Context: an optimization exercise on an open-source flow, tuned for small area, a short achievable clock period and few clock cycles. The choices shown serve that exercise and are no tape-out recipe. At most, simulation tests tie the RTL to the original design; equivalence was not proved.

Setup of v6:
Design rational_arithmetic_unit, start of the top module:
module rational_arithmetic_unit #(
  parameter int OPERAND_WIDTH = 32
) (
  input  logic               clk,
  input  logic               rst,
  input  logic               in_valid,
  output logic               in_stall,
  input  logic [1:0]         action,
  input  logic signed [31:0] first_num,
  input  logic signed [31:0] first_den,
  input  logic signed [31:0] second_num,
  input  logic signed [31:0] second_den,
  output logic               out_valid,
  input  logic               out_stall,
  output logic signed [63:0] out_num,
  output logic signed [63:0] out_den,
  output logic               is_equal,
  output logic               status
);
For scale: about 6,900 cells after synthesis, about 540 flip-flops, ~270 I/O pins, about 54,000 um^2 of cells after synthesis.
Settings: LEC_CHECK=0, CAP_MARGIN=20, CORE_MARGIN=2, CORE_UTILIZATION=40, SLEW_MARGIN=20; clock period 11.0 ns.
run.sh (not shown) runs the stock make flow with config.mk's settings and CLKGATE_MAP_FILE= SYNTH_SCRIPT=/design/flow/synth_recipe.tcl, a recipe that flattens the netlist after the stock synthesis.
Having completed the whole flow, v6 delivered a layout that passed the timing, design-rule and antenna checks.
Testbench counts of v6, summed over its fixed seeds: cycles 19,214.
For v7, these inputs were changed with respect to v6:
# v6
export LEC_CHECK = 0
export CAP_MARGIN = 20
export CORE_MARGIN = 2
export CORE_UTILIZATION = 40
export SLEW_MARGIN = 20
create_clock -name core_clock -period 11.0 [get_ports {clk}]
# v7
export LEC_CHECK = 0
export CAP_MARGIN = 20
export CORE_MARGIN = 2
export CORE_UTILIZATION = 40
export SETUP_SLACK_MARGIN = 4
export SLEW_MARGIN = 20
create_clock -name core_clock -period 11.0 [get_ports {clk}]
Results
Taking v6 as the reference point, the wire length reported by the detailed router of v7 rises by about 0.3%. From v6 to v7 the numbers moved as follows: area after detailed placement ~0 delta; placer congestion estimate increased 0.031.

---

rational_arithmetic_unit, a different RTL version from the one above (not shown whole).
Size: about 680 flip-flops, about 60,000 um^2 of cells after synthesis.
==> flow/config.mk <==
export PLATFORM = sky130hd
export DESIGN_NAME = rational_arithmetic_unit
export DESIGN_NICKNAME = rational_arithmetic_unit
export VERILOG_FILES = /design/flow/design.v
export SDC_FILE = /design/flow/constraint.sdc
export NUM_CORES = 4
export LEC_CHECK = 0
export CAP_MARGIN = 20
export CORE_MARGIN = 2
export CORE_UTILIZATION = 40
export SLEW_MARGIN = 20
==> flow/constraint.sdc <==
create_clock -name core_clock -period 11.0 [get_ports {clk}]
set_input_delay 2.2000 -clock core_clock [delete_from_list [all_inputs] [get_ports {clk}]]
set_output_delay 2.2000 -clock core_clock [all_outputs]
set_load 0.01 [all_outputs]
standard.sh (not shown) runs the stock make flow with config.mk's settings and CLKGATE_MAP_FILE= SYNTH_SCRIPT=/design/flow/synth_recipe.tcl, a recipe that flattens the netlist after the stock synthesis.
==> flow/flow/run.sh <==
#!/bin/bash
# Standard layout, with the timing repair aimed below the clock period.
set -euo pipefail
bash standard.sh finish SETUP_SLACK_MARGIN=6.5 > flow_orfs.log 2>&1
Then changed:
==> flow/flow/run.sh (replaced) <==
#!/bin/bash
# Standard layout, with the timing repair aimed below the clock period.
set -euo pipefail
bash standard.sh finish SETUP_SLACK_MARGIN=7.5 > flow_orfs.log 2>&1
The new run finished clean.
Critical path depth falls by 2.
Design area rises by 29%.
Wire length rises by 29%.
Function was not checked in any run of this note: the RTL went through the layout flow alone.

---

Another version of the RTL of rational_arithmetic_unit (not shown whole).
Size in the first run: roughly 620 flip-flops, ~270 I/O pins, about 0.051 mm² of cells after synthesis.
==> flow/design.v (excerpt) <==
module rational_arithmetic_unit #(
  parameter int OPERAND_WIDTH = 32
) (
  input  logic               clk,
  input  logic               rst,
  input  logic               in_valid,
  output logic               in_stall,
  input  logic [1:0]         action,
  input  logic signed [31:0] first_num,
  input  logic signed [31:0] first_den,
  input  logic signed [31:0] second_num,
  input  logic signed [31:0] second_den,
  output logic               out_valid,
  input  logic               out_stall,
  output logic signed [63:0] out_num,
  output logic signed [63:0] out_den,
  output logic               is_equal,
  output logic               status
);
  logic        take, full, pq_eq, pq_eqv, sp, sq, pfix;
  logic [63:0] p, q;
  rau_ctrl u_ctrl (.clk, .rst, .in_valid, .in_stall, .action, .first_num,
    .first_den, .second_num, .second_den, .take, .full, .pq_eq, .pq_eqv, .p, .q, .sp, .sq, .pfix);
  rau_datapath u_dp (.clk, .rst, .full, .pq_eq, .pq_eqv, .p, .q, .sp, .sq, .pfix, .take,
    .out_valid, .out_stall, .out_num, .out_den, .is_equal, .status);
endmodule
clock: 11.0 ns
lec_check: 0
cap_margin: 20
core_margin: 2
core_utilization: 55
slew_margin: 20
==> flow/flow/run.sh <==
#!/bin/bash
# Standard layout, with the timing repair aimed below the clock period and
# plain buffers on the ports.
set -euo pipefail
bash standard.sh finish SETUP_SLACK_MARGIN=6.5 "BUFFER_PORTS_ARGS=-buffer_cell sky130_fd_sc_hd__buf_1" > flow_orfs.log 2>&1
Testbench counts at the start, summed over its fixed seeds: cycles 16,243.
Edit:
==> flow/flow/run.sh (replaced) <==
#!/bin/bash
# Standard layout, with the timing repair aimed below the clock period.
set -euo pipefail
bash standard.sh finish SETUP_SLACK_MARGIN=6.5 > flow_orfs.log 2>&1
--- a/flow/config.mk
+++ b/flow/config.mk
@@ -8,4 +8,4 @@
 export CAP_MARGIN = 20
 export CORE_MARGIN = 2
-export CORE_UTILIZATION = 55
+export CORE_UTILIZATION = 40
 export SLEW_MARGIN = 20
After rerunning: Hold slack gets better by 0.011 ns; area after synthesis stays the same; final cell count increases by 6.0%; die area increases by 37%; worst setup slack gets worse by 0.0074 ns; non-clock buffer count increases by 19.
Edit:
==> flow/flow/run.sh (replaced) <==
#!/bin/bash
# Standard layout, with the timing repair aimed below the clock period and
# plain buffers on the ports.
set -euo pipefail
bash standard.sh finish SETUP_SLACK_MARGIN=6.5 "BUFFER_PORTS_ARGS=-buffer_cell sky130_fd_sc_hd__buf_1" > flow_orfs.log 2>&1
What happened:
- The new run finished clean
- clock skew stays flat
- die area is unchanged
- synthesized area is unchanged
- synthesized cell count stays the same
- non-clock buffer count drops by 30
- wire length fell by 0.61%
- cell area is lower by 4.0%
- via count is about the same
Edit:
--- a/flow/config.mk
+++ b/flow/config.mk
@@ -9,3 +9,5 @@
 export CORE_MARGIN = 2
 export CORE_UTILIZATION = 40
+export CTS_CLUSTER_DIAMETER = 60
+export CTS_CLUSTER_SIZE = 30
 export SLEW_MARGIN = 20
Result: The changed run completed without violations. Routed wire length is about the same. Non-clock buffer count rose by 4. Clock-buffer cell count fell by 4. Critical path depth fell by 10. Synthesized cell count is unchanged.

---

P:
rational_arithmetic_unit, a different RTL version from the one above (not shown whole).
For scale: roughly 620 flip-flops, ~53,000 µm² of cells after synthesis.
export LEC_CHECK = 0
export CAP_MARGIN = 20
export CORE_MARGIN = 2
export CORE_UTILIZATION = 40
export SLEW_MARGIN = 20
create_clock -name core_clock -period 11.0 [get_ports {clk}]
==> flow/flow/run.sh <==
#!/bin/bash
# Standard layout, with the timing repair aimed below the clock period and
# plain buffers on the ports.
set -euo pipefail
bash standard.sh finish SETUP_SLACK_MARGIN=6 "BUFFER_PORTS_ARGS=-buffer_cell sky130_fd_sc_hd__buf_1" > flow_orfs.log 2>&1
Testbench counts of P, summed over its fixed seeds: cycles 14,665.
## Diff of input files: Q against P
# P
export LEC_CHECK = 0
export CAP_MARGIN = 20
export CORE_MARGIN = 2
export CORE_UTILIZATION = 40
export SLEW_MARGIN = 20
create_clock -name core_clock -period 11.0 [get_ports {clk}]
# Q
export LEC_CHECK = 0
export CAP_MARGIN = 20
export CORE_MARGIN = 2
export CORE_UTILIZATION = 55
export SLEW_MARGIN = 20
create_clock -name core_clock -period 11.0 [get_ports {clk}]
==> flow/flow/run.sh <==
#!/bin/bash
# Standard layout, with the timing repair aimed below the clock period and
# plain buffers on the ports.
set -euo pipefail
bash standard.sh finish SETUP_SLACK_MARGIN=6.5 "BUFFER_PORTS_ARGS=-buffer_cell sky130_fd_sc_hd__buf_1" > flow_orfs.log 2>&1
Findings:
Via count ends up higher on Q.
Diff P -> Q: routed wire length higher; area taken by flip-flops and latches roughly the same.
Side by side, number of detailed-routing iterations run before antenna repair turned out lower in Q than in P.
Layout cell share with drive strength beyond 1 (lower): P
Comparing P and Q, the higher met3 capacity usage during global routing was measured on Q.
Looking at source of the critical timing path, the u_ctrl.kq[1] result is from P; the u_ctrl.ka[2] one comes from Q.
The post-route fraction of the period consumed by the critical path of Q falls short of that of P by 1.7 points.
What R does differently from Q at the input level:
# Q
export LEC_CHECK = 0
export CAP_MARGIN = 20
export CORE_MARGIN = 2
export CORE_UTILIZATION = 55
export SLEW_MARGIN = 20
create_clock -name core_clock -period 11.0 [get_ports {clk}]
# R
export LEC_CHECK = 0
export CAP_MARGIN = 20
export CORE_MARGIN = 2
export CORE_UTILIZATION = 40
export SLEW_MARGIN = 20
create_clock -name core_clock -period 11.0 [get_ports {clk}]
==> comparison <==
- Per the comparison of R with Q, cell count rose by about 6.5%, first-pass GRT wire length rose by 10,000 µm, maximum frequency from static timing analysis rose by 1.4%, routed wire length rose by 4.0%.
- The post-detailed-placement half-perimeter wirelength number comes out lower for Q vs R.

---

The RTL this note starts from:
==> flow/design.v <==
`timescale 1ns / 1ps
package rau_pkg;
  localparam logic [1:0] ACT_REDUCE = 2'd0;
  localparam logic [1:0] ACT_ADD    = 2'd1;
  localparam logic [1:0] ACT_MUL    = 2'd2;
  localparam logic [1:0] ACT_EQUAL  = 2'd3;
endpackage
`timescale 1ns / 1ps
module rau_ctrl (
  input  logic               clk,
  input  logic               rst,
  input  logic               in_valid,
  output logic               in_stall,
  input  logic [1:0]         action,
  input  logic [31:0]        first_num,
  input  logic [31:0]        first_den,
  input  logic [31:0]        second_num,
  input  logic [31:0]        second_den,
  input  logic               take,       
  output logic               full,       
  output logic               pq_eq,      
  output logic               pq_eqv,     
  output logic [63:0]        p,
  output logic [63:0]        q
);
  logic        busy, run, acc_now, last, is_add;
  logic [4:0]  cnt;
  logic        da, dc, dq;
  logic [34:0] p_hi;
  logic [31:0] p_lo;
  logic [33:0] q_hi;
  logic [31:0] q_lo;
  assign in_stall = !acc_now;
  assign p = {p_hi[31:0], p_lo};
  assign q = {q_hi[31:0], q_lo};
  wire start = !busy && !acc_now && in_valid && (!full || take);
  wire [4:0] nxt = busy ? cnt + 5'd1 : 5'd0;
  wire add_now = busy ? is_add : (action == rau_pkg::ACT_ADD);
  wire [34:0] ta = da ? {{3{first_num[31]}}, first_num} : 35'd0;
  wire [34:0] tc = dc ? {{3{second_num[31]}}, second_num} : 35'd0;
  wire [33:0] tb = dq ? {{2{first_den[31]}}, first_den} : 34'd0;
  wire [34:0] pacc = run ? p_hi : 35'd0;
  wire [33:0] qacc = run ? q_hi : 34'd0;
  wire [34:0] psum = pacc + (ta ^ {35{last}}) + (tc ^ {35{last}}) + {33'd0, last, 1'b0};
  wire [33:0] qsum = qacc + (tb ^ {34{last}}) + {33'd0, last};
  always_ff @(posedge clk) begin
    if (rst) begin
      busy <= 1'b0;
      acc_now <= 1'b0;
      full <= 1'b0;
    end else begin
      acc_now <= 1'b0;
      if (take) full <= 1'b0;
      if (acc_now && in_valid) full <= 1'b1;
      if (start) begin
        if (action == rau_pkg::ACT_ADD || action == rau_pkg::ACT_MUL) busy <= 1'b1;
        else acc_now <= 1'b1;
      end else if (busy) begin
        if (!in_valid || last) busy <= 1'b0;
        if (in_valid && cnt == 5'd30) acc_now <= 1'b1;
      end
    end
  end
  always_ff @(posedge clk) begin
    da <= add_now ? second_den[nxt] : second_num[nxt];
    dc <= add_now & first_den[nxt];
    dq <= second_den[nxt];
    if (start) begin
      cnt <= 5'd0;
      run <= 1'b0;
      last <= 1'b0;
      is_add <= (action == rau_pkg::ACT_ADD);
      pq_eq <= (action == rau_pkg::ACT_EQUAL);
      pq_eqv <= (first_num == second_num) && (first_den == second_den);
    end else if (busy) begin
      run <= 1'b1;
      cnt <= cnt + 5'd1;
      last <= (cnt == 5'd30);
    end
    if (start) begin
      p_hi <= {{3{first_num[31]}}, {32{first_num[31]}}};
      p_lo <= first_num;
      q_hi <= {{2{first_den[31]}}, {32{first_den[31]}}};
      q_lo <= first_den;
    end else if (busy) begin
      p_hi <= {psum[34], psum[34:1]};
      p_lo <= {psum[0], p_lo[31:1]};
      q_hi <= {qsum[33], qsum[33:1]};
      q_lo <= {qsum[0], q_lo[31:1]};
    end
  end
endmodule
`timescale 1ns / 1ps
module rau_datapath (
  input  logic               clk,
  input  logic               rst,
  input  logic               full,
  input  logic               pq_eq,
  input  logic               pq_eqv,
  input  logic [63:0]        p,
  input  logic [63:0]        q,
  output logic               take,
  output logic               out_valid,
  input  logic               out_stall,
  output logic [63:0]        out_num,
  output logic [63:0]        out_den,
  output logic               is_equal,
  output logic               status
);
  logic        busy, up, mode;
  logic [5:0]  s;
  logic [63:0] ra, rb;
  logic [64:0] xa, xb, ya, yb;
  wire done = (rb == 64'd0);
  assign out_valid = busy && done;
  assign out_num = yb[63:0];
  assign out_den = xb[63:0];
  assign take = full && (!busy || (done && !out_stall));
  wire [63:0] pm = p[63] ? (64'd0 - p) : p;
  wire [63:0] qm = q[63] ? (64'd0 - q) : q;
  wire zz = (p == 64'd0) && (q == 64'd0);
  wire [64:0] d1 = {1'b0, ra} - {1'b0, rb};
  wire [65:0] d2 = {2'b0, ra} - {1'b0, rb, 1'b0};
  wire c1 = !d1[64];
  wire c2 = !d2[65];
  wire [66:0] d4 = {3'b0, ra} - {1'b0, rb, 2'b0};
  wire c4 = !d4[66];
  wire [65:0] xs1 = {xa, 1'b1} + {xb ^ {65{mode}}, mode};
  wire [65:0] ys1 = {ya, 1'b1} + {yb ^ {65{mode}}, mode};
  wire [64:0] xs = xs1[65:1];
  wire [64:0] ys = ys1[65:1];
  wire [63:0] ra_n = c1 ? d1[63:0] : ra;
  wire [64:0] xa_n = c1 ? xs : xa;
  wire [64:0] ya_n = c1 ? ys : ya;
  wire shift_up = up && c2;
  wire shift_two = up && c4;
  wire swap = !shift_up && (s == 6'd0);
  always_ff @(posedge clk) begin
    if (rst) begin
      busy <= 1'b0;
    end else if (take) begin
      busy <= 1'b1;
    end else if (busy && done && !out_stall) begin
      busy <= 1'b0;
    end
  end
  always_ff @(posedge clk) begin
    if (take) begin
      s <= 6'd0;
      up <= 1'b1;
      is_equal <= pq_eq && pq_eqv;
      status <= !pq_eq && zz;
      mode <= p[63] ^ q[63];
      ra <= pm;
      rb <= pq_eq ? 64'd0 : qm;
      xa <= 65'd1;
      xb <= 65'd0;
      ya <= 65'd0;
      yb <= (pq_eq || zz) ? 65'd0 : 65'd1;
    end else begin
      if (shift_up) begin
        ra <= ra;
        xa <= xa;
        ya <= ya;
      end else if (swap) begin
        ra <= rb;
        xa <= xb;
        ya <= yb;
      end else begin
        ra <= ra_n;
        xa <= xa_n;
        ya <= ya_n;
      end
      if (!done) begin
        if (shift_two) begin
          s <= s + 6'd2;
          rb <= {rb[61:0], 2'b0};
          xb <= {xb[62:0], 2'b0};
          yb <= {yb[62:0], 2'b0};
        end else if (shift_up) begin
          s <= s + 6'd1;
          rb <= {rb[62:0], 1'b0};
          xb <= {xb[63:0], 1'b0};
          yb <= {yb[63:0], 1'b0};
        end else if (swap) begin
          up <= 1'b1;
          rb <= ra_n;
          xb <= xa_n;
          yb <= ya_n;
        end else begin
          s <= s - 6'd1;
          up <= 1'b0;
          rb <= {1'b0, rb[63:1]};
          xb <= {xb[64], xb[64:1]};
          yb <= {yb[64], yb[64:1]};
        end
      end
    end
  end
endmodule
`timescale 1ns / 1ps
module rational_arithmetic_unit #(
  parameter int OPERAND_WIDTH = 32
) (
  input  logic               clk,
  input  logic               rst,
  input  logic               in_valid,
  output logic               in_stall,
  input  logic [1:0]         action,
  input  logic signed [31:0] first_num,
  input  logic signed [31:0] first_den,
  input  logic signed [31:0] second_num,
  input  logic signed [31:0] second_den,
  output logic               out_valid,
  input  logic               out_stall,
  output logic signed [63:0] out_num,
  output logic signed [63:0] out_den,
  output logic               is_equal,
  output logic               status
);
  logic        take, full, pq_eq, pq_eqv;
  logic [63:0] p, q;
  rau_ctrl u_ctrl (.clk, .rst, .in_valid, .in_stall, .action, .first_num,
    .first_den, .second_num, .second_den, .take, .full, .pq_eq, .pq_eqv, .p, .q);
  rau_datapath u_dp (.clk, .rst, .full, .pq_eq, .pq_eqv, .p, .q, .take,
    .out_valid, .out_stall, .out_num, .out_den, .is_equal, .status);
endmodule
make LEC_CHECK=0 CAP_MARGIN=20 CORE_MARGIN=2 CORE_UTILIZATION=40 SLEW_MARGIN=20 finish   # period 11.0 ns
run.sh (not shown) runs the stock make flow with config.mk's settings and CLKGATE_MAP_FILE= SYNTH_SCRIPT=/design/flow/synth_recipe.tcl, a recipe that flattens the netlist after the stock synthesis.
Stock flow here: none of the scripts above is used.
Next try:
==> flow/flow/run.sh (new file) <==
#!/bin/bash
# Standard layout, with the timing repair aimed below the clock period.
set -euo pipefail
bash standard.sh finish SETUP_SLACK_MARGIN=7 > flow_orfs.log 2>&1
==> flow/standard.sh (new file) <==
#!/bin/bash
# synth_recipe.tcl (not shown) runs the flow's synth.tcl, then flattens the netlist and writes it again
# the make line also repeats each setting of config.mk as NAME=value (left out here)
make -C /OpenROAD-flow-scripts/flow DESIGN_CONFIG=/design/flow/config.mk WORK_HOME=/design/flow/orfs CLKGATE_MAP_FILE= SYNTH_SCRIPT=/design/flow/synth_recipe.tcl "${@:-finish}"
removed: flow/run.sh
Setup slack is better by 1400 ps.
Count of clock-buffer cells in the layout decreases by 8.
Final area rose by 31%.
Routed wire length is higher by 41%.
Register-to-register slack improves by 1100 ps.
Global-route usage goes up by 7.0 points.
Non-clock buffer count rose by 808.
Next try:
==> flow/run.sh (new file) <==
#!/bin/bash
# synth_recipe.tcl (not shown) runs the flow's synth.tcl, then flattens the netlist and writes it again
# the make line also repeats each setting of config.mk as NAME=value (left out here)
make -C /OpenROAD-flow-scripts/flow DESIGN_CONFIG=/design/flow/config.mk WORK_HOME=/design/flow/orfs CLKGATE_MAP_FILE= SYNTH_SCRIPT=/design/flow/synth_recipe.tcl finish
- SETUP_SLACK_MARGIN: default -> 5
removed: flow/flow/run.sh
removed: flow/standard.sh
What happened: Hold slack stays flat. Utilization falls by 14 points. Setup slack degrades by 530 ps.
No functional check of the RTL was part of any run of this note.

what the ideal ports hide:
Ports are ideal in the flow. The routed layouts listed here were re-timed in OpenROAD.
Step 1, drivers: a clkbuf_16 drives clk and a buf_2 each remaining input, both assumed.
Step 2 also shifts input and output timing later by t, the mid clock arrival at the registers, as if the neighbouring blocks saw the same clock.
Three values: ideal, step 1, step 2; two values: the first two.
run | t (ns) | slack for setup (ns) | latest minus earliest clock arrival (ns) | worst data-port slew with drivers (ns) | cell pins on the clock port's net
v6 | 0.749 | 3.082 / 3.132 / 2.383 | 0.045 / 0.046 | 0.06 | 1
v7 | 0.745 | 4.106 / 4.165 / 3.420 | 0.047 / 0.048 | 0.06 | 1
the first run of note 2 | 0.798 | 5.793 / 5.793 / 5.793 | 0.041 / 0.041 | 0.06 | 1
the second run of note 2 | 0.795 | 5.895 / 5.895 / 5.895 | 0.037 / 0.037 | 0.07 | 1
the first run of note 3 | 0.738 | 6.515 / 6.517 / 5.830 | 0.022 / 0.022 | 0.04 | 1
the second run of note 3 | 0.768 | 6.508 / 6.508 / 5.813 | 0.035 / 0.035 | 0.07 | 1
the third run of note 3 | 0.782 | 6.491 / 6.491 / 5.825 | 0.035 / 0.035 | 0.08 | 1
the fourth run of note 3 | 0.799 | 6.496 / 6.496 / 5.786 | 0.041 / 0.040 | 0.08 | 1
P | 0.781 | 6.026 / 6.026 / 5.531 | 0.043 / 0.042 | 0.06 | 1
Q | 0.755 | 6.210 / 6.210 / 5.891 | 0.042 / 0.042 | 0.06 | 1
R | 0.784 | 6.275 / 6.275 / 5.819 | 0.035 / 0.034 | 0.05 | 1
the first run of note 5 | 0.759 | 4.201 / 4.261 / 3.502 | 0.033 / 0.032 | 0.05 | 1
the second run of note 5 | 0.772 | 5.553 / 5.586 / 4.815 | 0.044 / 0.043 | 0.08 | 1
the third run of note 5 | 0.756 | 5.021 / 5.008 / 4.531 | 0.035 / 0.035 | 0.09 | 1
After both steps every run listed still meets setup and hold. The setup slack of the second run of note 5, which loses most, moves by +0.033 ns with the drivers and by -0.738 ns with both steps.
